Context: an optimization exercise on an open-source flow, tuned for small area. The choices shown serve that exercise and are no tape-out recipe.
The RTL was checked by simulation tests, not by an equivalence proof against the original design.
Power is estimated from default activity; no workload was simulated.

// rs_syndrome_calc
module rs_syndrome_calc
(
   input  logic         clk,
   input  logic         rst,
   input  logic         din_valid,
   input  logic         din_sof,
   input  logic [7:0]   data_in,
   output logic         synd_valid,
   input  logic         synd_ready,
   output logic [255:0] syndromes,
   output logic         synd_err,
   output logic         overrun,
   output logic         sync_err
);
   logic [7:0]   r_cnt;
   logic [255:0] r_synd;
   logic         r_valid;
   logic         r_overrun;
   logic         r_sync_err;
   logic [7:0]   w_slot;
   logic         w_first;
   logic         w_last;
   logic         w_sync;
   logic         w_load;
   logic         w_drop;
   logic [255:0] w_acc_next;
   assign w_slot  = (din_valid && din_sof) ? 8'd0 : r_cnt;
   assign w_first = (w_slot == 8'd0);
   assign w_last  = din_valid && (w_slot == rs_syndrome_calc_pkg::LAST_SLOT);
   assign w_sync  = din_valid && din_sof && (r_cnt != 8'd0);
   assign w_load  = w_last && (!r_valid || synd_ready);
   assign w_drop  = w_last && r_valid && !synd_ready;
   genvar j;
   generate
      for (j = 1; j <= rs_syndrome_calc_pkg::NSYM; j++) begin : g_cell
         rs_synd_cell #(
            .COEF (rs_syndrome_calc_pkg::alpha_pow(j))
         ) u_cell (
            .clk        (clk),
            .i_en       (din_valid),
            .i_first    (w_first),
            .i_data     (data_in),
            .o_acc_next (w_acc_next[8*j-1 -: 8])
         );
      end
   endgenerate
   always_ff @(posedge clk or posedge rst) begin
      if (rst) begin
         r_cnt      <= 8'd0;
         r_valid    <= 1'b0;
         r_overrun  <= 1'b0;
         r_sync_err <= 1'b0;
      end else begin
         if (din_valid)
            r_cnt <= (w_slot == rs_syndrome_calc_pkg::LAST_SLOT) ? 8'd0 : w_slot + 8'd1;
         r_sync_err <= w_sync;
         r_overrun  <= w_drop;
         if (w_load) begin
            r_valid <= 1'b1;
         end else if (r_valid && synd_ready) begin
            r_valid <= 1'b0;
         end
      end
   end
   always_ff @(posedge clk) begin
      if (w_load) r_synd <= w_acc_next;
   end
   assign synd_valid = r_valid;
   assign syndromes  = r_synd;
   assign synd_err   = |r_synd;
   assign overrun    = r_overrun;
   assign sync_err   = r_sync_err;
endmodule
clock: 6.0 ns
lec_check: 0
cap_margin: 20
core_margin: 2
core_utilization: 40
slew_margin: 20
standard.sh (not shown) runs the stock make flow with config.mk's settings and CLKGATE_MAP_FILE= SYNTH_SCRIPT=/design/flow/synth_recipe.tcl, a recipe that flattens the netlist after the stock synthesis.
==> flow/flow/run.sh <==
#!/bin/bash
# Standard ORFS layout with three changes to how it is made:
#  - port buffers use the smallest buffer (buf_1) instead of the one buffer_ports picks;
#  - CTS uses small clock buffers and inserts no dummy load cells.
# Every tool's output goes to flow_make.log in the work folder (ORFS keeps its own
# per-step logs under orfs/logs/).
set -euo pipefail
export BUFFER_PORTS_ARGS="-buffer_cell sky130_fd_sc_hd__buf_1"
export CTS_ARGS="-sink_clustering_enable -repair_clock_nets -dont_use_dummy_load -sink_clustering_size 30 -sink_clustering_max_diameter 120 -buf_list {sky130_fd_sc_hd__clkbuf_8 sky130_fd_sc_hd__clkbuf_16}"
bash standard.sh finish > flow_make.log 2>&1
Rerun with:
--- a/flow/flow/run.sh
+++ b/flow/flow/run.sh
@@ -8,3 +8,3 @@
 export BUFFER_PORTS_ARGS="-buffer_cell sky130_fd_sc_hd__buf_1"
-export CTS_ARGS="-sink_clustering_enable -repair_clock_nets -dont_use_dummy_load -sink_clustering_size 30 -sink_clustering_max_diameter 120 -buf_list {sky130_fd_sc_hd__clkbuf_8 sky130_fd_sc_hd__clkbuf_16}"
+export CTS_ARGS="-sink_clustering_enable -repair_clock_nets -dont_use_dummy_load -sink_clustering_size 22 -sink_clustering_max_diameter 100 -buf_list {sky130_fd_sc_hd__clkbuf_8 sky130_fd_sc_hd__clkbuf_16}"
 bash standard.sh finish > flow_make.log 2>&1
Settings changed: CORE_UTILIZATION 40 to 65, PLACE_DENSITY set to 0.75.
Outcome:
- area after synthesis does not change
- flip-flop and latch count stays the same
- via count goes up by 2.8%
- clock skew goes down by 0.031 ns
- routed wire length goes down by 7.9%
- final area goes down by 0.94%
- core utilization goes up by 27 points
- total power goes up by 0.75%
- sequential power is about the same

---

Another version of the RTL of rs_syndrome_calc (not shown whole).
Size: ~1600 cells after synthesis, about 520 flip-flops.
export LEC_CHECK = 0
export CAP_MARGIN = 20
export CORE_MARGIN = 2
export CORE_UTILIZATION = 40
export SLEW_MARGIN = 20
export SYNTH_HIERARCHICAL = 1
export SYNTH_MINIMUM_KEEP_SIZE = 0
create_clock -name core_clock -period 6.0 [get_ports {clk}]
==> flow/flow/run.sh <==
#!/bin/bash
# Standard ORFS layout with three changes to how it is made:
#  - port buffers use the smallest buffer (buf_1) instead of the one buffer_ports picks;
#  - CTS uses small clock buffers and inserts no dummy load cells.
# Every tool's output goes to flow_make.log in the work folder (ORFS keeps its own
# per-step logs under orfs/logs/).
set -euo pipefail
export BUFFER_PORTS_ARGS="-buffer_cell sky130_fd_sc_hd__buf_1"
export CTS_ARGS="-sink_clustering_enable -repair_clock_nets -dont_use_dummy_load -sink_clustering_size 12 -sink_clustering_max_diameter 60 -buf_list {sky130_fd_sc_hd__clkbuf_4 sky130_fd_sc_hd__clkbuf_8}"
bash standard.sh finish > flow_make.log 2>&1
The baseline reached the layout checks and failed them: slew limit.
Then changed:
--- a/flow/flow/run.sh
+++ b/flow/flow/run.sh
@@ -9 +9 @@
-export CTS_ARGS="-sink_clustering_enable -repair_clock_nets -dont_use_dummy_load -sink_clustering_size 12 -sink_clustering_max_diameter 60 -buf_list {sky130_fd_sc_hd__clkbuf_4 sky130_fd_sc_hd__clkbuf_8}"
+export CTS_ARGS="-sink_clustering_enable -repair_clock_nets -dont_use_dummy_load -sink_clustering_size 22 -sink_clustering_max_diameter 100 -buf_list {sky130_fd_sc_hd__clkbuf_8 sky130_fd_sc_hd__clkbuf_16}"
- With this change the flow finished with timing, DRC and antenna clean
- wire length fell slightly
- sequential share of layout area stays flat
- area after synthesis does not change
- clock-buffer cell count drops by 24
- non-clock buffer count does not change

---

Another version of the RTL of rs_syndrome_calc (not shown whole).
Size: roughly 1600 cells after synthesis, roughly 520 flip-flops, about 23000 µm² of cells after synthesis.
clock: 6.0 ns
lec_check: 0
cap_margin: 20
core_margin: 2
core_utilization: 40
slew_margin: 20
synth_hierarchical: 1
synth_minimum_keep_size: 0
==> flow/flow/run.sh <==
#!/bin/bash
# Standard ORFS layout with three changes to how it is made:
#  - port buffers use the smallest buffer (buf_1) instead of the one buffer_ports picks;
#  - CTS uses small clock buffers and inserts no dummy load cells.
# Every tool's output goes to flow_make.log in the work folder (ORFS keeps its own
# per-step logs under orfs/logs/).
set -euo pipefail
export BUFFER_PORTS_ARGS="-buffer_cell sky130_fd_sc_hd__buf_1"
export CTS_ARGS="-sink_clustering_enable -repair_clock_nets -dont_use_dummy_load -sink_clustering_size 20 -sink_clustering_max_diameter 60 -buf_list {sky130_fd_sc_hd__clkbuf_8}"
bash standard.sh finish > flow_make.log 2>&1
The first run finished with timing, DRC and antenna clean.
Edit:
--- a/flow/flow/run.sh
+++ b/flow/flow/run.sh
@@ -7,4 +7,4 @@
 set -euo pipefail
 export BUFFER_PORTS_ARGS="-buffer_cell sky130_fd_sc_hd__buf_1"
-export CTS_ARGS="-sink_clustering_enable -repair_clock_nets -dont_use_dummy_load -sink_clustering_size 20 -sink_clustering_max_diameter 60 -buf_list {sky130_fd_sc_hd__clkbuf_8}"
+export CTS_ARGS="-sink_clustering_enable -repair_clock_nets -dont_use_dummy_load -sink_clustering_size 16 -sink_clustering_max_diameter 80 -buf_list {sky130_fd_sc_hd__clkbuf_8}"
 bash standard.sh finish > flow_make.log 2>&1
- CORE_UTILIZATION: 40 -> 65
- PLACE_DENSITY: unset -> 0.75
What happened: The new run completed with no timing, DRC or antenna violations; area after synthesis stays the same; non-clock buffer count goes down by 3; design area falls by 1.9%; synthesized cell count stays the same; global-route usage is higher by 8.7 points.
Edit:
- CORE_UTILIZATION: 65 -> 40
- PLACE_DENSITY: 0.75 -> unset
After rerunning:
- total power rose by 0.90%
- global-route usage fell by 8.7 points
- final area rose by 1.9%
- synthesized cell count does not change
- worst setup slack got worse by 0.010 ns
- maximum frequency hardly moves

---

== v54 ==
rs_syndrome_calc, a different RTL version from the one above (not shown whole).
Size in the first run: roughly 520 flip-flops, about 270 I/O pins, about 23000 µm² of cells after synthesis.
clock: 6.0 ns
lec_check: 0
cap_margin: 20
core_margin: 2
core_utilization: 75
place_density: 0.88
slew_margin: 20
synth_hierarchical: 1
synth_minimum_keep_size: 0
==> flow/flow/run.sh <==
#!/bin/bash
# Standard ORFS layout with three changes to how it is made:
#  - port buffers use the smallest buffer (buf_1) instead of the one buffer_ports picks;
#  - CTS uses small clock buffers and inserts no dummy load cells.
# Every tool's output goes to flow_make.log in the work folder (ORFS keeps its own
# per-step logs under orfs/logs/).
set -euo pipefail
export BUFFER_PORTS_ARGS="-buffer_cell sky130_fd_sc_hd__buf_1"
export CTS_ARGS="-sink_clustering_enable -repair_clock_nets -dont_use_dummy_load -sink_clustering_size 19 -sink_clustering_max_diameter 50 -buf_list {sky130_fd_sc_hd__clkbuf_8}"
bash standard.sh finish > flow_make.log 2>&1
Relative to v54, the following input files were edited for v56:
# v54
export LEC_CHECK = 0
export CAP_MARGIN = 20
export CORE_MARGIN = 2
export CORE_UTILIZATION = 75
export PLACE_DENSITY = 0.88
export SLEW_MARGIN = 20
export SYNTH_HIERARCHICAL = 1
export SYNTH_MINIMUM_KEEP_SIZE = 0
create_clock -name core_clock -period 6.0 [get_ports {clk}]
# v56
export LEC_CHECK = 0
export CAP_MARGIN = 20
export CORE_MARGIN = 2
export CORE_UTILIZATION = 85
export PLACE_DENSITY = 0.92
export SLEW_MARGIN = 20
export SYNTH_HIERARCHICAL = 1
export SYNTH_MINIMUM_KEEP_SIZE = 0
create_clock -name core_clock -period 6.0 [get_ports {clk}]
diff --git a/flow/flow/run.sh b/flow/flow/run.sh
--- a/flow/flow/run.sh
+++ b/flow/flow/run.sh
@@ -7,4 +7,4 @@
 set -euo pipefail
 export BUFFER_PORTS_ARGS="-buffer_cell sky130_fd_sc_hd__buf_1"
-export CTS_ARGS="-sink_clustering_enable -repair_clock_nets -dont_use_dummy_load -sink_clustering_size 19 -sink_clustering_max_diameter 50 -buf_list {sky130_fd_sc_hd__clkbuf_8}"
+export CTS_ARGS="-sink_clustering_enable -repair_clock_nets -dont_use_dummy_load -sink_clustering_size 16 -sink_clustering_max_diameter 80 -buf_list {sky130_fd_sc_hd__clkbuf_8}"
 bash standard.sh finish > flow_make.log 2>&1
Summary of v56 over v54: non-clock buffer count shrank by 3; least setup slack across all paths after layout went down 86 ps; routed metal-1 wire length saw an increase; clock skew shows a reduction of 19 ps.
Layout filler cell count delta for v56 relative to v54: about 50% lower
v56 vs v54 on post-detailed-placement half-perimeter wirelength: v56 is the higher one.
From v56 to v54, area after synthesis did not move at all.
The final reports for v56 and v54 show routability-driven placement congestion ratio higher in the former.
The inputs of v50 differ from those of v56 as listed below.
# v56
export LEC_CHECK = 0
export CAP_MARGIN = 20
export CORE_MARGIN = 2
export CORE_UTILIZATION = 85
export PLACE_DENSITY = 0.92
export SLEW_MARGIN = 20
export SYNTH_HIERARCHICAL = 1
export SYNTH_MINIMUM_KEEP_SIZE = 0
create_clock -name core_clock -period 6.0 [get_ports {clk}]
# v50
export LEC_CHECK = 0
export CAP_MARGIN = 20
export CORE_MARGIN = 2
export CORE_UTILIZATION = 75
export PLACE_DENSITY = 0.88
export SLEW_MARGIN = 20
export SYNTH_HIERARCHICAL = 1
export SYNTH_MINIMUM_KEEP_SIZE = 0
create_clock -name core_clock -period 6.0 [get_ports {clk}]
[summary]
Relative to v56, row count has gone up in v50.
v50 vs v56, slowest library cell on the worst path: sky130_fd_sc_hd__a21oi_4 vs sky130_fd_sc_hd__nor4_1
| half-perimeter wire length of the detailed placement result | v50 vs v56 | about 6% lower |
On actual slew at the worst max-slew pin: v50 sits below v56.
Taking v56 as the reference point, the die width of v50 rises by 6.3%.
Worst hold slack: v50 vs v56 down 32 ps
Area of all placed cells without fillers for v50: 160 µm² up relative to v56
Going from v56 to v50, post-route core utilization shrank by 11 points, ratio of total power to cell area shrank by about 4%, total of hold buffers inserted after clock tree synthesis held steady, combinational fraction of design power shrank by 1.3 points.

---

RTL: one of the versions met above, not the one the previous note started from.
For scale: ~520 flip-flops, ~270 I/O pins.
==> flow/config.mk <==
export PLATFORM = sky130hd
export DESIGN_NAME = rs_syndrome_calc
export DESIGN_NICKNAME = rs_syndrome_calc
export VERILOG_FILES = /design/flow/design.v
export SDC_FILE = /design/flow/constraint.sdc
export NUM_CORES = 4
export LEC_CHECK = 0
export CAP_MARGIN = 20
export CORE_MARGIN = 2
export CORE_UTILIZATION = 40
export SLEW_MARGIN = 20
==> flow/constraint.sdc <==
create_clock -name core_clock -period 6.0 [get_ports {clk}]
set_input_delay 1.2000 -clock core_clock [delete_from_list [all_inputs] [get_ports {clk}]]
set_output_delay 1.2000 -clock core_clock [all_outputs]
set_load 0.01 [all_outputs]
==> flow/flow/run.sh <==
#!/bin/bash
# Standard ORFS layout with three changes to how it is made:
#  - port buffers use the smallest buffer (buf_1) instead of the one buffer_ports picks;
#  - CTS uses small clock buffers and inserts no dummy load cells.
# Every tool's output goes to flow_make.log in the work folder (ORFS keeps its own
# per-step logs under orfs/logs/).
set -euo pipefail
export BUFFER_PORTS_ARGS="-buffer_cell sky130_fd_sc_hd__buf_1"
export CTS_ARGS="-sink_clustering_enable -repair_clock_nets -dont_use_dummy_load -sink_clustering_size 22 -sink_clustering_max_diameter 100 -buf_list {sky130_fd_sc_hd__clkbuf_8 sky130_fd_sc_hd__clkbuf_16}"
bash standard.sh finish > flow_make.log 2>&1
The baseline finished clean.
Rerun with:
==> flow/run.sh (new file) <==
#!/bin/bash
# synth_recipe.tcl (not shown) runs the flow's synth.tcl, then flattens the netlist and writes it again
# the make line also repeats each setting of config.mk as NAME=value (left out here)
make -C /OpenROAD-flow-scripts/flow DESIGN_CONFIG=/design/flow/config.mk WORK_HOME=/design/flow/orfs CLKGATE_MAP_FILE= SYNTH_SCRIPT=/design/flow/synth_recipe.tcl finish
removed: flow/flow/run.sh
removed: flow/standard.sh
=> Clock-buffer cell count rose by 36. Routed wire length rose by 2.1%. Synthesized area is unchanged. First-iteration DRC count fell by 8.9%.

---

The RTL this note starts from:
==> flow/design.v <==
`default_nettype none
package rs_syndrome_calc_pkg;
   localparam int          N         = 255;
   localparam int          K         = 223;
   localparam int          NSYM      = N - K;
   localparam logic [8:0]  PRIM_POLY = 9'h11d;
   localparam logic [7:0]  LAST_SLOT = 8'(N - 1);
   function automatic logic [7:0] gf2_8_add(input logic [7:0] a, input logic [7:0] b);
      gf2_8_add = a ^ b;
   endfunction
   function automatic logic [7:0] gf2_8_mul(input logic [7:0] a, input logic [7:0] b);
      logic [7:0] p;
      logic [7:0] t;
      integer     i;
      p = 8'h00;
      t = a;
      for (i = 0; i < 8; i = i + 1) begin
         if (b[i]) p = p ^ t;
         t = t[7] ? ((t << 1) ^ PRIM_POLY[7:0]) : (t << 1);
      end
      gf2_8_mul = p;
   endfunction
   function automatic logic [7:0] alpha_pow(input int e);
      logic [7:0] v;
      v = 8'h01;
      for (int i = 0; i < e; i++) v = gf2_8_mul(v, 8'h02);
      alpha_pow = v;
   endfunction
endpackage
`default_nettype wire
`default_nettype none
module rs_synd_cell
#(
   parameter logic [7:0] COEF = 8'h02
) (
   input  logic       clk,
   input  logic       i_en,
   input  logic       i_first,
   input  logic [7:0] i_data,
   output logic [7:0] o_acc_next
);
   logic [7:0] r_acc;
   logic [7:0] w_scaled;
   assign w_scaled   = i_first ? 8'h00 : rs_syndrome_calc_pkg::gf2_8_mul(r_acc, COEF);
   assign o_acc_next = rs_syndrome_calc_pkg::gf2_8_add(w_scaled, i_data);
   always_ff @(posedge clk) begin
      if (i_en) r_acc <= o_acc_next;
   end
endmodule
`default_nettype wire
`default_nettype none
module rs_syndrome_calc
(
   input  logic         clk,
   input  logic         rst,
   input  logic         din_valid,
   input  logic         din_sof,
   input  logic [7:0]   data_in,
   output logic         synd_valid,
   input  logic         synd_ready,
   output logic [255:0] syndromes,
   output logic         synd_err,
   output logic         overrun,
   output logic         sync_err
);
   logic [7:0]   r_cnt;
   logic [255:0] r_synd;
   logic         r_valid;
   logic         r_overrun;
   logic         r_sync_err;
   logic [7:0]   w_slot;
   logic         w_first;
   logic         w_last;
   logic         w_sync;
   logic         w_load;
   logic         w_drop;
   logic [255:0] w_acc_next;
   assign w_slot  = (din_valid && din_sof) ? 8'd0 : r_cnt;
   assign w_first = (w_slot == 8'd0);
   assign w_last  = din_valid && (w_slot == rs_syndrome_calc_pkg::LAST_SLOT);
   assign w_sync  = din_valid && din_sof && (r_cnt != 8'd0);
   assign w_load  = w_last && (!r_valid || synd_ready);
   assign w_drop  = w_last && r_valid && !synd_ready;
   genvar j;
   generate
      for (j = 1; j <= rs_syndrome_calc_pkg::NSYM; j++) begin : g_cell
         rs_synd_cell #(
            .COEF (rs_syndrome_calc_pkg::alpha_pow(j))
         ) u_cell (
            .clk        (clk),
            .i_en       (din_valid),
            .i_first    (w_first),
            .i_data     (data_in),
            .o_acc_next (w_acc_next[8*j-1 -: 8])
         );
      end
   endgenerate
   always_ff @(posedge clk or posedge rst) begin
      if (rst) begin
         r_cnt      <= 8'd0;
         r_valid    <= 1'b0;
         r_overrun  <= 1'b0;
         r_sync_err <= 1'b0;
      end else begin
         if (din_valid)
            r_cnt <= (w_slot == rs_syndrome_calc_pkg::LAST_SLOT) ? 8'd0 : w_slot + 8'd1;
         r_sync_err <= w_sync;
         r_overrun  <= w_drop;
         if (w_load) begin
            r_valid <= 1'b1;
         end else if (r_valid && synd_ready) begin
            r_valid <= 1'b0;
         end
      end
   end
   always_ff @(posedge clk) begin
      if (w_load) r_synd <= w_acc_next;
   end
   assign synd_valid = r_valid;
   assign syndromes  = r_synd;
   assign synd_err   = |r_synd;
   assign overrun    = r_overrun;
   assign sync_err   = r_sync_err;
endmodule
`default_nettype wire
export LEC_CHECK = 0
export CAP_MARGIN = 20
export CORE_MARGIN = 2
export CORE_UTILIZATION = 40
export SLEW_MARGIN = 20
create_clock -name core_clock -period 6.0 [get_ports {clk}]
==> flow/flow/run.sh <==
#!/bin/bash
# Standard ORFS layout with three changes to how it is made:
#  - port buffers use the smallest buffer (buf_1) instead of the one buffer_ports picks;
#  - CTS uses small clock buffers and inserts no dummy load cells.
# Every tool's output goes to flow_make.log in the work folder (ORFS keeps its own
# per-step logs under orfs/logs/).
set -euo pipefail
export BUFFER_PORTS_ARGS="-buffer_cell sky130_fd_sc_hd__buf_1"
export CTS_ARGS="-sink_clustering_enable -repair_clock_nets -dont_use_dummy_load -buf_list {sky130_fd_sc_hd__clkbuf_4 sky130_fd_sc_hd__clkbuf_8}"
bash standard.sh finish > flow_make.log 2>&1
Change:
==> flow/run.sh (new file) <==
#!/bin/bash
# synth_recipe.tcl (not shown) runs the flow's synth.tcl, then flattens the netlist and writes it again
# the make line also repeats each setting of config.mk as NAME=value (left out here)
make -C /OpenROAD-flow-scripts/flow DESIGN_CONFIG=/design/flow/config.mk WORK_HOME=/design/flow/orfs CLKGATE_MAP_FILE= SYNTH_SCRIPT=/design/flow/synth_recipe.tcl finish
--- a/flow/config.mk
+++ b/flow/config.mk
@@ -10 +10,2 @@
-export CORE_UTILIZATION = 40
+export CORE_UTILIZATION = 60
+export CTS_BUF_LIST = sky130_fd_sc_hd__clkbuf_4 sky130_fd_sc_hd__clkbuf_8
removed: flow/flow/run.sh
removed: flow/standard.sh
Final area goes up by 6.1%.
Setup slack loses 0.29 ns.
Sequential power stays flat.
Via count goes up by 1.8%.
Critical path depth is unchanged.
Die area goes down by 33%.

-- static timing again, ports no longer ideal --
In the flow no input, the clock included, has a driving cell. The finished layouts below were timed again as built, in two steps. Step 1: set_driving_cell puts a clkbuf_16 on clk and a buf_2 on each other input, an assumption about the parent block. Step 2, shift: input delay + t, output delay - t, t = (earliest + latest rising clock arrival at the registers) / 2. This alone moves slack from input paths to output paths. Three values: no drivers, after step 1, after step 2; two values: the first two.
run | t (ns) | slack for setup (ns) | hold WS [ns] | worst setup path at the end
the first run of note 1 | 0.611 | 1.594 / 1.532 / 1.883 | 0.586 / 0.545 / 0.600 | input to register
the second run of note 1 | 0.615 | 1.665 / 1.611 / 1.587 | 0.604 / 0.586 / 0.604 | input to register
the first run of note 2 | 0.669 | 1.762 / 1.710 / 1.406 | 0.541 / 0.518 / 0.541 | input to register
the second run of note 2 | 0.630 | 1.863 / 1.808 / 1.406 | 0.551 / 0.551 / 0.551 | input to register
the first run of note 3 | 0.657 | 1.560 / 1.504 / 1.578 | 0.522 / 0.490 / 0.528 | input to register
the second run of note 3 | 0.606 | 1.653 / 1.601 / 1.626 | 0.533 / 0.533 / 0.533 | input to register
the third run of note 3 | 0.649 | 1.643 / 1.588 / 1.638 | 0.537 / 0.520 / 0.537 | input to register
v54 | 0.617 | 1.756 / 1.690 / 1.074 | 0.529 / 0.529 / 0.529 | input to register
v56 | 0.607 | 1.669 / 1.620 / 1.267 | 0.560 / 0.560 / 0.560 | input to register
v50 | 0.601 | 1.781 / 1.717 / 1.116 | 0.528 / 0.528 / 0.528 | input to register
the first run of note 5 | 0.621 | 1.519 / 1.458 / 1.877 | 0.576 / 0.536 / 0.599 | input to register
the second run of note 5 | 0.666 | 1.236 / 1.174 / 1.469 | 0.593 / 0.593 / 0.593 | input to register
the first run of note 6 | 0.696 | 1.539 / 1.481 / 1.848 | 0.508 / 0.471 / 0.595 | input to register
the second run of note 6 | 0.679 | 1.249 / 1.199 / 1.513 | 0.622 / 0.622 / 0.622 | input to register
The setup slack of v54, which loses most, moves by -0.066 ns with the drivers and by -0.682 ns with both steps.
